From an optimization exercise on the open Yosys and OpenROAD flow, aimed at small area, a short achievable clock period and few clock cycles per item; shortcuts taken in it are not production practice. No functional check of the RTL was part of any run shown here. Power and IR drop assume default switching activity.

**design/flow/config.mk**
```make
export PLATFORM = sky130hd
export DESIGN_NAME = mpuTop
export DESIGN_NICKNAME = mpuTop
export VERILOG_FILES = /design/flow/design.v
export SDC_FILE = /design/flow/constraint.sdc
export NUM_CORES = 4
export LEC_CHECK = 0
export CAP_MARGIN = 20
export CORE_AREA = 5 5 195 195
export DIE_AREA = 0 0 200 200
export PLACE_DENSITY = 0.6
export SLEW_MARGIN = 20
export SYNTH_HIERARCHICAL = 1
export SYNTH_MINIMUM_KEEP_SIZE = 0
export BUFFER_PORTS_ARGS = -buffer_cell sky130_fd_sc_hd__buf_1
export PLACE_PINS_ARGS = -min_distance 1 -min_distance_in_tracks -exclude left:90-110
export PRE_IO_PLACEMENT_TCL = /design/flow/flow/pins.tcl
```
**design/flow/constraint.sdc**
```tcl
create_clock -name core_clock -period 5.0 [get_ports {clk}]
set_input_delay 1.0000 -clock core_clock [delete_from_list [all_inputs] [get_ports {clk}]]
set_output_delay 1.0000 -clock core_clock [all_outputs]
set_load 0.01 [all_outputs]
```
**design/flow/design.v**
```verilog
`timescale 1ns/1ns
`default_nettype none
package mpuPkg;
    typedef struct packed {
        logic [18-1:0]    tag;
        logic [10-1:0]  index;
        logic                     which;
        logic [31-1:0] newVal;
    } msgFieldsT;
    typedef struct packed {
        logic [32-1:0]    tempProp;
        logic [32-1:0]    prop;
        logic [32-1:0]    unused;
        logic [30-1:0] edgeDeg;
        logic                       spare;
        logic                       active;
    } vertexRecT;
    typedef logic [256-1:0] vertexPairU;
    typedef struct packed {
        logic                                            valid;
        logic [288-256-18-2:0]   pad;
        logic [18-1:0]                           tag;
        vertexPairU                                      data;
    } cacheLineT;
    typedef struct packed {
        msgFieldsT               msg;
        vertexPairU              base;       
        logic                    hit;
        logic [32-1:0] result;
        logic                    update;
        logic                    send;
    } updateJobT;
    typedef struct packed {
        logic [18-1:0]                                    tag;
        logic [10-1:0]                                  index;
        logic                                                     which;
        logic [33-18-10-2:0]      offset;
    } vertexIdT;
    localparam int VREC_WIDTH = 3*32 + 30 + 2;
    function automatic vertexRecT getVtx(input vertexPairU pair, input logic which);
        getVtx = which ? pair[VREC_WIDTH +: VREC_WIDTH] : pair[0 +: VREC_WIDTH];
    endfunction
    function automatic logic [32-1:0] byteSwap(input logic [32-1:0] value);
        byteSwap = {value[7:0], value[15:8], value[23:16], value[31:24]};
    endfunction
endpackage
`default_nettype wire
`timescale 1ns/1ns
`default_nettype none
module ltBit (
    input  wire  a,
    input  wire  na,
    input  wire  b,
    output logic nl,
    output logic ne
);
    assign nl = !(na && b);
    assign ne = a ^ b;
endmodule
module ltJoinP (
    input  wire  lh,
    input  wire  eh,
    input  wire  ll,
    input  wire  el,
    output logic nl,
    output logic ne
);
    assign nl = !(lh || (eh && ll));
    assign ne = !(eh && el);
endmodule
module ltJoinN (
    input  wire  nlh,
    input  wire  neh,
    input  wire  nll,
    input  wire  nel,
    output logic l,
    output logic e
);
    assign l = !(nlh && (neh || nll));
    assign e = !(neh || nel);
endmodule
module lessThan32 (
    input  wire [31:0] a,
    input  wire [31:0] na,
    input  wire [31:0] b,
    output logic       lt
);
    logic [31:0] l0, e0;
    logic [15:0] l1, e1;
    logic [7:0]  l2, e2;
    logic [3:0]  l3, e3;
    logic [1:0]  l4, e4;
    logic        e5;
    for (genvar i = 0; i < 32; i++) begin : g0
        ltBit bit0 (.a(a[i]), .na(na[i]), .b(b[i]), .nl(l0[i]), .ne(e0[i]));
    end
    for (genvar i = 0; i < 16; i++) begin : g1
        ltJoinN join1 (.nlh(l0[2*i+1]), .neh(e0[2*i+1]), .nll(l0[2*i]), .nel(e0[2*i]),
                       .l(l1[i]), .e(e1[i]));
    end
    for (genvar i = 0; i < 8; i++) begin : g2
        ltJoinP join2 (.lh(l1[2*i+1]), .eh(e1[2*i+1]), .ll(l1[2*i]), .el(e1[2*i]),
                       .nl(l2[i]), .ne(e2[i]));
    end
    for (genvar i = 0; i < 4; i++) begin : g3
        ltJoinN join3 (.nlh(l2[2*i+1]), .neh(e2[2*i+1]), .nll(l2[2*i]), .nel(e2[2*i]),
                       .l(l3[i]), .e(e3[i]));
    end
    for (genvar i = 0; i < 2; i++) begin : g4
        ltJoinP join4 (.lh(l3[2*i+1]), .eh(e3[2*i+1]), .ll(l3[2*i]), .el(e3[2*i]),
                       .nl(l4[i]), .ne(e4[i]));
    end
    ltJoinN join5 (.nlh(l4[1]), .neh(e4[1]), .nll(l4[0]), .nel(e4[0]), .l(lt), .e(e5));
endmodule
`default_nettype wire
`timescale 1ns/1ns
`default_nettype none
module lineBit (
    input  wire  c,      
    input  wire  r,      
    input  wire  sc,     
    input  wire  sr,     
    output logic o
);
    assign o = (c && sc) || (r && sr);
endmodule
module propBit (
    input  wire  c,
    input  wire  r,
    input  wire  sc,     
    input  wire  sr,     
    input  wire  n,      
    input  wire  u,      
    output logic o
);
    assign o = (c && sc) || (r && sr) || (n && u);
endmodule
`default_nettype wire
`timescale 1ns/1ns
`default_nettype none
module mpuTop
#(
    parameter logic [4-1:0] peNum = '0
) (
    input  wire                     clk,
    input  wire                     reset,
    input  wire [64-1:0]    MsgData,
    input  wire                     MsgEmpty,
    input  wire [288-1:0]   CacheReadData,
    input  wire [256-1:0]   ReadData,
    input  wire                     ReadReady,
    input  wire                     AvFull,
    output logic                    MsgRead,
    output logic [10-1:0] CacheAddr,
    output logic                    CacheWriteEn,
    output logic [288-1:0]  CacheWriteData,
    output logic                    StartRead,
    output logic [33-1:0]  ReadAddress,
    output logic                    AvWrite,
    output logic [33-1:0] AvData
);
    localparam int VW = mpuPkg::VREC_WIDTH;
    logic stAddr;     
    logic stLook;     
    logic stFetch;    
    logic stPush;     
    logic idle;
    mpuPkg::msgFieldsT msg;
    logic [10-1:0] idxReg;
    mpuPkg::cacheLineT cacheLine;
    logic                    hit;
    logic [256-1:0]  base;
    logic [256-1:0]  newData;
    logic [32-1:0] newValExt;
    logic [1:0]              lt;
    logic [1:0]              updV;
    logic [1:0]              degNz;
    logic                    update;
    logic                    push;
    logic                    finish;      
    logic                    done;
    assign idle      = !(stAddr || stLook || stFetch || stPush);
    assign cacheLine = CacheReadData;
    assign hit       = cacheLine.valid && (cacheLine.tag == msg.tag);
    assign newValExt = {{(32-31){1'b0}}, msg.newVal};
    assign base = stFetch ? ReadData : cacheLine.data;
    mpuPkg::vertexRecT rec0, rec1;
    mpuPkg::vertexRecT cRec0, cRec1, rRec0, rRec1;
    assign rec0  = base[0 +: VW];
    assign rec1  = base[VW +: VW];
    assign cRec0 = cacheLine.data[0 +: VW];
    assign cRec1 = cacheLine.data[VW +: VW];
    assign rRec0 = ReadData[0 +: VW];
    assign rRec1 = ReadData[VW +: VW];
    logic [32-1:0] nvInv;
    logic [1:0] ltC, ltR;
    assign nvInv = ~newValExt;
    lessThan32 cmpC0 (.a(newValExt), .na(nvInv), .b(mpuPkg::byteSwap(cRec0.tempProp)), .lt(ltC[0]));
    lessThan32 cmpC1 (.a(newValExt), .na(nvInv), .b(mpuPkg::byteSwap(cRec1.tempProp)), .lt(ltC[1]));
    lessThan32 cmpR0 (.a(newValExt), .na(nvInv), .b(mpuPkg::byteSwap(rRec0.tempProp)), .lt(ltR[0]));
    lessThan32 cmpR1 (.a(newValExt), .na(nvInv), .b(mpuPkg::byteSwap(rRec1.tempProp)), .lt(ltR[1]));
    logic                    selC, selR;
    logic [1:0]              whichV;       
    logic [1:0]              propC, propR;
    logic [32-1:0] nvSwap;
    assign selC   = !stFetch;
    assign selR   = stFetch;
    assign nvSwap = mpuPkg::byteSwap(newValExt);
    assign whichV = {msg.which, !msg.which};
    for (genvar v = 0; v < 2; v++) begin : gVtx
        assign lt[v]     = selR ? ltR[v] : ltC[v];
        assign updV[v]   = lt[v] && whichV[v];
        assign propC[v]  = selC && !(ltC[v] && whichV[v]);
        assign propR[v]  = selR && !(ltR[v] && whichV[v]);
        for (genvar k = 0; k < VW; k++) begin : gBit
            if (k >= 64) begin : gProp
                propBit pb (.c(cacheLine.data[v*VW+k]), .r(ReadData[v*VW+k]),
                            .sc(propC[v]), .sr(propR[v]), .n(nvSwap[k%32]), .u(updV[v]),
                            .o(newData[v*VW+k]));
            end else if (k == 0) begin : gActive
                assign newData[v*VW] = (v == 0 ? rec0.active : rec1.active) ||
                                       (updV[v] && degNz[v]);
            end else begin : gPlain
                lineBit lb (.c(cacheLine.data[v*VW+k]), .r(ReadData[v*VW+k]),
                            .sc(selC), .sr(selR), .o(newData[v*VW+k]));
            end
        end
    end
    assign degNz[0] = rec0.edgeDeg != '0;
    assign degNz[1] = rec1.edgeDeg != '0;
    assign update   = |updV;
    assign push     = msg.which ? (updV[1] && !rec1.active && degNz[1])
                                : (updV[0] && !rec0.active && degNz[0]);
    assign finish = (stLook && hit) || (stFetch && ReadReady);
    assign done   = (finish || stPush) && !AvFull;
    assign MsgRead      = !reset && !MsgEmpty && (idle || done);
    assign StartRead    = stLook && !hit;
    assign CacheWriteEn = (stLook && hit && update) || (stFetch && ReadReady);
    assign AvWrite      = !AvFull && ((finish && push) || stPush);
    assign CacheAddr    = stAddr ? MsgData[36 +: 10] : idxReg;
    always_ff @(posedge clk) begin
        if (reset) begin
            stAddr  <= 1'b0;
            stLook  <= 1'b0;
            stFetch <= 1'b0;
            stPush  <= 1'b0;
        end else begin
            stAddr  <= MsgRead;
            stLook  <= stAddr;
            stFetch <= (stLook && !hit) || (stFetch && !ReadReady);
            stPush  <= ((finish && push) || stPush) && AvFull;
        end
    end
    always_ff @(posedge clk) begin
        if (reset) begin
            idxReg <= '0;
        end else if (stAddr) begin
            idxReg <= MsgData[36 +: 10];
        end
    end
    always_ff @(posedge clk) begin
        if (stAddr) begin
            msg.tag    <= MsgData[46 +: 18];
            msg.which  <= MsgData[35];
            msg.newVal <= MsgData[31-1:0];
        end
    end
    assign msg.index = idxReg;
    assign CacheWriteData = {1'b1, {(288-256-18-1){1'b0}}, msg.tag, newData};
    assign ReadAddress    = {1'b0, peNum, msg.tag[13-1:0], idxReg,
                             {5{1'b0}}};
    assign AvData         = {msg.tag, idxReg, msg.which,
                             {(33-18-10-1){1'b0}}};
endmodule
`default_nettype wire
```
**design/flow/flow/run.sh**
```bash
#!/bin/bash
set -euo pipefail
HERE=$(pwd)
cat >> config.mk <<EOC
export BUFFER_PORTS_ARGS = -buffer_cell sky130_fd_sc_hd__buf_1
export PLACE_PINS_ARGS = -min_distance 1 -min_distance_in_tracks -exclude left:90-110
export PRE_IO_PLACEMENT_TCL = $HERE/flow/pins.tcl
EOC
bash standard.sh > flow.log 2>&1
```
**design/flow/flow/pins.tcl**
```tcl
# Clock pin in the middle of the left edge, alone in the excluded stretch
place_pin -pin_name clk -layer met3 -location {0 100} -pin_size {0.6 0.6} -force_to_die_boundary
```
**design/flow/standard.sh**
```bash
#!/bin/bash
# synth_recipe.tcl (not shown) runs the flow's synth.tcl, then flattens the netlist and writes it again
# the make line also repeats each setting of config.mk as NAME=value (left out here)
make -C /OpenROAD-flow-scripts/flow DESIGN_CONFIG=/design/flow/config.mk WORK_HOME=/design/flow/orfs CLKGATE_MAP_FILE= SYNTH_SCRIPT=/design/flow/synth_recipe.tcl "${@:-finish}"
```
==> flow_summary.json, run 1 <==
{
  "cts_hold_repair.buffers": 0,
  "htreeDepth": 3,
  "cts_setup_buffers": 0,
  "cts_resized": 0,
  "cts_buffers": 9,
  "max-clock-path-buffers": 2,
  "grt_pass1_vias": 14320,
  "track_usage": 0.299,
  "stop_error": "[ERROR GRT-0116] Global routing finished with congestion. Check the congestion regions in the DRC Viewer.",
  "die_y_um": 200,
  "cts_root_buffer": "clkbuf_16",
  "avgSynthCellArea_um2": 7.99,
  "synthCells": 1189,
  "status": "stopped before the end",
  "synth_warnings": 8,
  "portBuffers": 935,
  "lastStage": "global routing (5_1_grt)",
  "core.rowCount": 69,
  "grt-ovfl-total": 6,
  "grt_pass1_wl_um": 88900,
  "initial_core_util": 0.267,
  "grt_max_degree": 128,
  "globalplace.congestion": 1.14,
  "syn_area_um2": 9500,
  "post_dp_cell_area_um2": 13200,
  "hpwl_um": 55900,
  "ios": 980,
  "fp.dieW_um": 200
}
-- power by group through the flow --
stage | Combinational [W] | Sequential, W | Clock [W]
2_1_floorplan | 0.000778 | 0.000672 | 0
3_3_place_gp | 0.00134 | 0.000700 | 0
3_5_place_dp | 0.00135 | 0.000702 | 0
4_1_cts | 0.00136 | 0.000690 | 0.000635
-- how the worst max path moves through the flow --
stage | slack (ns) | cells past startpoint | endpoint
after floorplan | -0.53 | 6 | CacheWriteData[192]
after global placement | 0.24 | 14 | CacheWriteData[246]
after detailed placement | 0.16 | 14 | CacheWriteData[246]
after CTS | 0.16 | 14 | CacheWriteData[246]
-- metal layers --
layer,overflow,global-route usage
met1,0,0.340
met4,2,0.193
met5,0,0.0323
met3,0,0.154
met2,4,0.436
-- stage by stage --
step                setup TNS [ns]  hold slack (ns)  total power (W)  worst slack [ns]  std cells
floorplan                   -68.11            0.563          0.00145            -0.532       1227
global placement                 0            0.593          0.00204             0.242       2539
detailed placement               0            0.619          0.00205             0.159       2539
CTS                              0            0.632          0.00269             0.157       2555
==> inputs of run 2 (changes only) <==
--- a/design/flow/design.v
+++ b/design/flow/design.v
@@ -132,6 +132,5 @@
     input  wire  n,      
-    input  wire  u,      
     output logic o
 );
-    assign o = (c && sc) || (r && sr) || (n && u);
+    assign o = (c && sc) || (r && sr) || n;
 endmodule
@@ -166,2 +165,3 @@
     logic stPush;     
+    logic [3:0] cmpSelR;
     logic idle;
@@ -195,12 +195,18 @@
     logic [32-1:0] nvInv;
-    logic [1:0] ltC, ltR;
+    logic [32-1:0] cmpT0, cmpT1;
     assign nvInv = ~newValExt;
-    lessThan32 cmpC0 (.a(newValExt), .na(nvInv), .b(mpuPkg::byteSwap(cRec0.tempProp)), .lt(ltC[0]));
-    lessThan32 cmpC1 (.a(newValExt), .na(nvInv), .b(mpuPkg::byteSwap(cRec1.tempProp)), .lt(ltC[1]));
-    lessThan32 cmpR0 (.a(newValExt), .na(nvInv), .b(mpuPkg::byteSwap(rRec0.tempProp)), .lt(ltR[0]));
-    lessThan32 cmpR1 (.a(newValExt), .na(nvInv), .b(mpuPkg::byteSwap(rRec1.tempProp)), .lt(ltR[1]));
+    for (genvar q = 0; q < 4; q++) begin : gCmpSel
+        assign cmpT0[8*q +: 8] = cmpSelR[q] ? rRec0.tempProp[8*q +: 8] : cRec0.tempProp[8*q +: 8];
+        assign cmpT1[8*q +: 8] = cmpSelR[q] ? rRec1.tempProp[8*q +: 8] : cRec1.tempProp[8*q +: 8];
+    end
+    lessThan32 cmp0 (.a(newValExt), .na(nvInv), .b(mpuPkg::byteSwap(cmpT0)), .lt(lt[0]));
+    lessThan32 cmp1 (.a(newValExt), .na(nvInv), .b(mpuPkg::byteSwap(cmpT1)), .lt(lt[1]));
+    assign updV[0]  = lt[0] && !msg.which;
+    assign updV[1]  = lt[1] && msg.which;
+    assign degNz[0] = rec0.edgeDeg != '0;
+    assign degNz[1] = rec1.edgeDeg != '0;
     logic                    selC, selR;
-    logic [1:0]              whichV;       
     logic [1:0]              propC, propR;
     logic [32-1:0] nvSwap;
+    logic [32-1:0] nvGate [2];
     assign selC   = !stFetch;
@@ -208,8 +214,6 @@
     assign nvSwap = mpuPkg::byteSwap(newValExt);
-    assign whichV = {msg.which, !msg.which};
     for (genvar v = 0; v < 2; v++) begin : gVtx
-        assign lt[v]     = selR ? ltR[v] : ltC[v];
-        assign updV[v]   = lt[v] && whichV[v];
-        assign propC[v]  = selC && !(ltC[v] && whichV[v]);
-        assign propR[v]  = selR && !(ltR[v] && whichV[v]);
+        assign propC[v]  = selC && !updV[v];
+        assign propR[v]  = selR && !updV[v];
+        assign nvGate[v] = nvSwap & {32{updV[v]}};
         for (genvar k = 0; k < VW; k++) begin : gBit
@@ -217,4 +221,4 @@
                 propBit pb (.c(cacheLine.data[v*VW+k]), .r(ReadData[v*VW+k]),
-                            .sc(propC[v]), .sr(propR[v]), .n(nvSwap[k%32]), .u(updV[v]),
-                            .o(newData[v*VW+k]));
+                             .sc(propC[v]), .sr(propR[v]), .n(nvGate[v][k%32]),
+                             .o(newData[v*VW+k]));
             end else if (k == 0) begin : gActive
@@ -228,7 +232,5 @@
     end
-    assign degNz[0] = rec0.edgeDeg != '0;
-    assign degNz[1] = rec1.edgeDeg != '0;
-    assign update   = |updV;
-    assign push     = msg.which ? (updV[1] && !rec1.active && degNz[1])
-                                : (updV[0] && !rec0.active && degNz[0]);
+    assign update = |updV;
+    assign push   = msg.which ? (updV[1] && !rec1.active && degNz[1])
+                              : (updV[0] && !rec0.active && degNz[0]);
     assign finish = (stLook && hit) || (stFetch && ReadReady);
@@ -240,2 +242,6 @@
     assign CacheAddr    = stAddr ? MsgData[36 +: 10] : idxReg;
+    logic fetchNext, pushNext, idleNext;
+    assign fetchNext = (stLook && !hit) || (stFetch && !ReadReady);
+    assign pushNext  = ((finish && push) || stPush) && AvFull;
+    assign idleNext  = !MsgRead && !stAddr && !fetchNext && !pushNext;
     always_ff @(posedge clk) begin
@@ -246,2 +252,3 @@
             stPush  <= 1'b0;
+            cmpSelR <= '0;
         end else begin
@@ -249,4 +256,8 @@
             stLook  <= stAddr;
-            stFetch <= (stLook && !hit) || (stFetch && !ReadReady);
-            stPush  <= ((finish && push) || stPush) && AvFull;
+            stFetch <= fetchNext;
+            stPush  <= pushNext;
+            cmpSelR[0] <= fetchNext;
+            cmpSelR[1] <= fetchNext || pushNext;
+            cmpSelR[2] <= fetchNext || idleNext;
+            cmpSelR[3] <= fetchNext || pushNext || idleNext;
         end
--- a/design/flow/config.mk
+++ b/design/flow/config.mk
@@ -11,2 +11,3 @@
 export PLACE_DENSITY = 0.6
+export SETUP_SLACK_MARGIN = 0.6
 export SLEW_MARGIN = 20
==> run 2 against run 1 <==
Net effect:
- synthesized cell count fell by 18%
- the run now finishes clean
- synthesized area fell by 7.9%
==> flow_summary.json, run 2 <==
{
  "timing.final.ws_setup_ns": 0.542,
  "dieArea_um2": 40000,
  "layout_commonest_cell": "buf_1",
  "fp.dieW_um": 200,
  "crit_path_max_incr_delay_ns": 0.31,
  "grt-ovfl-total": 0,
  "fin_crit_ns": 4.46,
  "max-clock-path-buffers": 2,
  "p_total_w": 0.00293,
  "endpoint_kind": "output port",
  "cts_buffers": 9,
  "detail-route-antenna-nets": 0,
  "firstDrtPassIters": 11,
  "hpwl_um": 61600,
  "ir_worst_vdd_v": 0.000115,
  "startpoint": "CacheReadData[249]",
  "min_path_cells": 0,
  "finalCritPeriodShare": 0.892,
  "track_usage": 0.330,
  "ios": 980,
  "cts.sinks": 67,
  "numPlacedInstances": 2312,
  "power_leakage_nw": 5.31,
  "finalSetupViolations": 0,
  "drive_above_1_share": 0.190,
  "htreeDepth": 3,
  "cts_tree": "built",
  "holdCritPathClass": "flip-flop to flip-flop",
  "max-slew-margin-rel": 0.393,
  "status": "no timing/DRC/antenna violations",
  "crit_type": "input pin to output port",
  "drc_errors": 0,
  "crit_arrival_ns": 3.46,
  "grt_max_degree": 74,
  "max_freq_ghz": 0.224,
  "core.rowCount": 69,
  "finalWirelength_um": 73500,
  "coreArea_um2": 35600,
  "wire_per_inst_um": 30.5,
  "synth_warnings": 11,
  "worstPathMaxFanout": 8,
  "final_cells": 2409,
  "path_clk_slew_ns": 0.07,
  "antenna_found_initial": 53,
  "die_y_um": 200,
  "synthCells": 977,
  "cts_root_buffer": "clkbuf_16",
  "cp.depth": 15,
  "areaGrowthSynthToFinish_pct": 58.3,
  "worstPathCellList": "buf_6 -> mux2_4 -> xor2_2 -> o21ai_2 -> a21oi_2 -> o21ai_2 -> a21oi_2 -> o21ai_4 -> buf_12 -> buf_12 -> a21oi_4 -> buf_12 -> clkbuf_16 -> a221o_1 -> buf_2",
  "rsz0062_at_grt": "true",
  "globalplace.congestion": 1.22,
  "worst_path_dominant_cell_family": "compound AO/OA/AOI/OAI gates",
  "grt_pass1_wl_um": 93200,
  "fin_nets": 2514,
  "finClkSkew_ns": 0.00993,
  "path_buf_inv": 6,
  "final_max_slew_viol_count": 0,
  "portBuffers": 935,
  "hp-start": "stAddr",
  "cp.required_ns": 4.00,
  "post_dp_cell_area_um2": 12500,
  "timing.rr.start": "cmpSelR[3]",
  "postLayoutCellArea_um2": 13900,
  "vias": 13015,
  "dp_slack_ns": 0.0170,
  "cp_common_cell": "buf_12",
  "powerDensity_nw_per_um2": 212,
  "grt_pass1_vias": 12780,
  "largestRegisters": "msg x50, idxReg x10, cmpSelR x4",
  "first_iter_violations": 980,
  "clk_latency_ns": 0.35,
  "top_register": "msg",
  "largest_reg_flops": 50,
  "avgSynthCellArea_um2": 8.95,
  "final_cell_mix": "821 x buf_1, 128 x a221o_1, 126 x a22o_1, 88 x clkbuf_2, 84 x nand2_1",
  "critPathLaunchType": "input pin",
  "utilization": 0.389,
  "critPathSlowestCell": "a221o_1",
  "vias_per_cell": 5.40,
  "finalHoldViolations": 0,
  "cap_violations": 0,
  "syn_area_um2": 8750,
  "r2r_cells": 15,
  "worst_pin_slew_ns": 0.911,
  "initial_core_util": 0.246
}
run 2: what timing repair did:
item	4_1_cts	5_1_grt
cloned	6	5
setup endpoints to repair	131	130
gates resized for setup	39	154
hold buffers	0	0
pin swaps	18	31
buffers inserted	21	7
run 2: area by class of cell:
| class | instances | area [um^2] |
|---|---|---|
| tap | 461 | 577 |
| multi-input combinational | 790 | 6360 |
| timing repair buffer | 995 | 4520 |
| fill | 3808 | 21700 |
| clock inverter | 6 | 65.1 |
| antenna | 42 | 105 |
| clock buffer | 10 | 229 |
| sequential | 67 | 1850 |
| inverter | 38 | 144 |
run 2: worst register-to-register path, stage by stage, from the launching register on:
cell	delay, ns
dfxtp_1	0.31
buf_4	0.28
mux2_2	0.40
xor2_1	0.18
nor2_1	0.18
nand2_1	0.09
o21ai_2	0.22
a21oi_2	0.11
o21ai_4	0.17
buf_12	0.15
o211ai_1	0.19
nor3_4	0.33
buf_4	0.16
buf_4	0.11
o311ai_4	0.10
o21ai_1	0.40
run 2: worst paths after layout:
kind	end	slack [ns]
setup / recovery	CacheWriteData[233]	0.54
hold / removal	msg[55]	0.62
setup reg to reg	cmpSelR[1]	1.49
hold reg to reg	msg[55]	0.62
run 2: report_power, final:
part | internal (W) | switching [W] | total [W]
Combinational | 0.000679 | 0.000906 | 0.00159
Clock | 0.000388 | 0.000286 | 0.000675
Sequential | 0.000633 | 0.0000405 | 0.000673
Total | 0.00170 | 0.00123 | 0.00293
run 2: stage by stage:
stage	TNS, ns	hold WS [ns]
final	0	0.621
after detailed placement	0	0.617
after floorplan	-41.39	0.605
after CTS	0	0.619
after global routing	0	0.626
after global placement	0	0.607
run 2: layer usage:
metal / track usage / up-vias / routed length [um]
li1: - / 5645 / -
met1: 0.340 / 6007 / 24800
met2: 0.541 / 1053 / 33900
met3: 0.123 / 300 / 7920
met4: 0.258 / 10 / 6860
met5: 0 / - / 53

-- separate check: timing with driven ports --
No port has a modelled driver above. Below, the same layout with a new extraction and two added sets of constraints. Step 1: set_driving_cell puts a clkbuf_16 on clk and a buf_2 on each other input, an assumption about the parent block. Step 2 adds t to the input delays and takes it off the output delays; t is the mean of the earliest and latest rising clock arrival at the registers after step 1. Input paths then give back, and output paths get back, about the clock's delay inside the block. a / b / c = ideal / step 1 / step 2; a / b = the first two.
run: run 2
shift t [ns]: 0.383
slack for setup (ns): 0.542 / 0.490 / 0.490
worst setup path at the end: input to output
After both steps setup and hold are still met in run 2. For run 2, drivers alone change the setup slack by -0.052 ns; drivers and shift together by -0.052 ns.
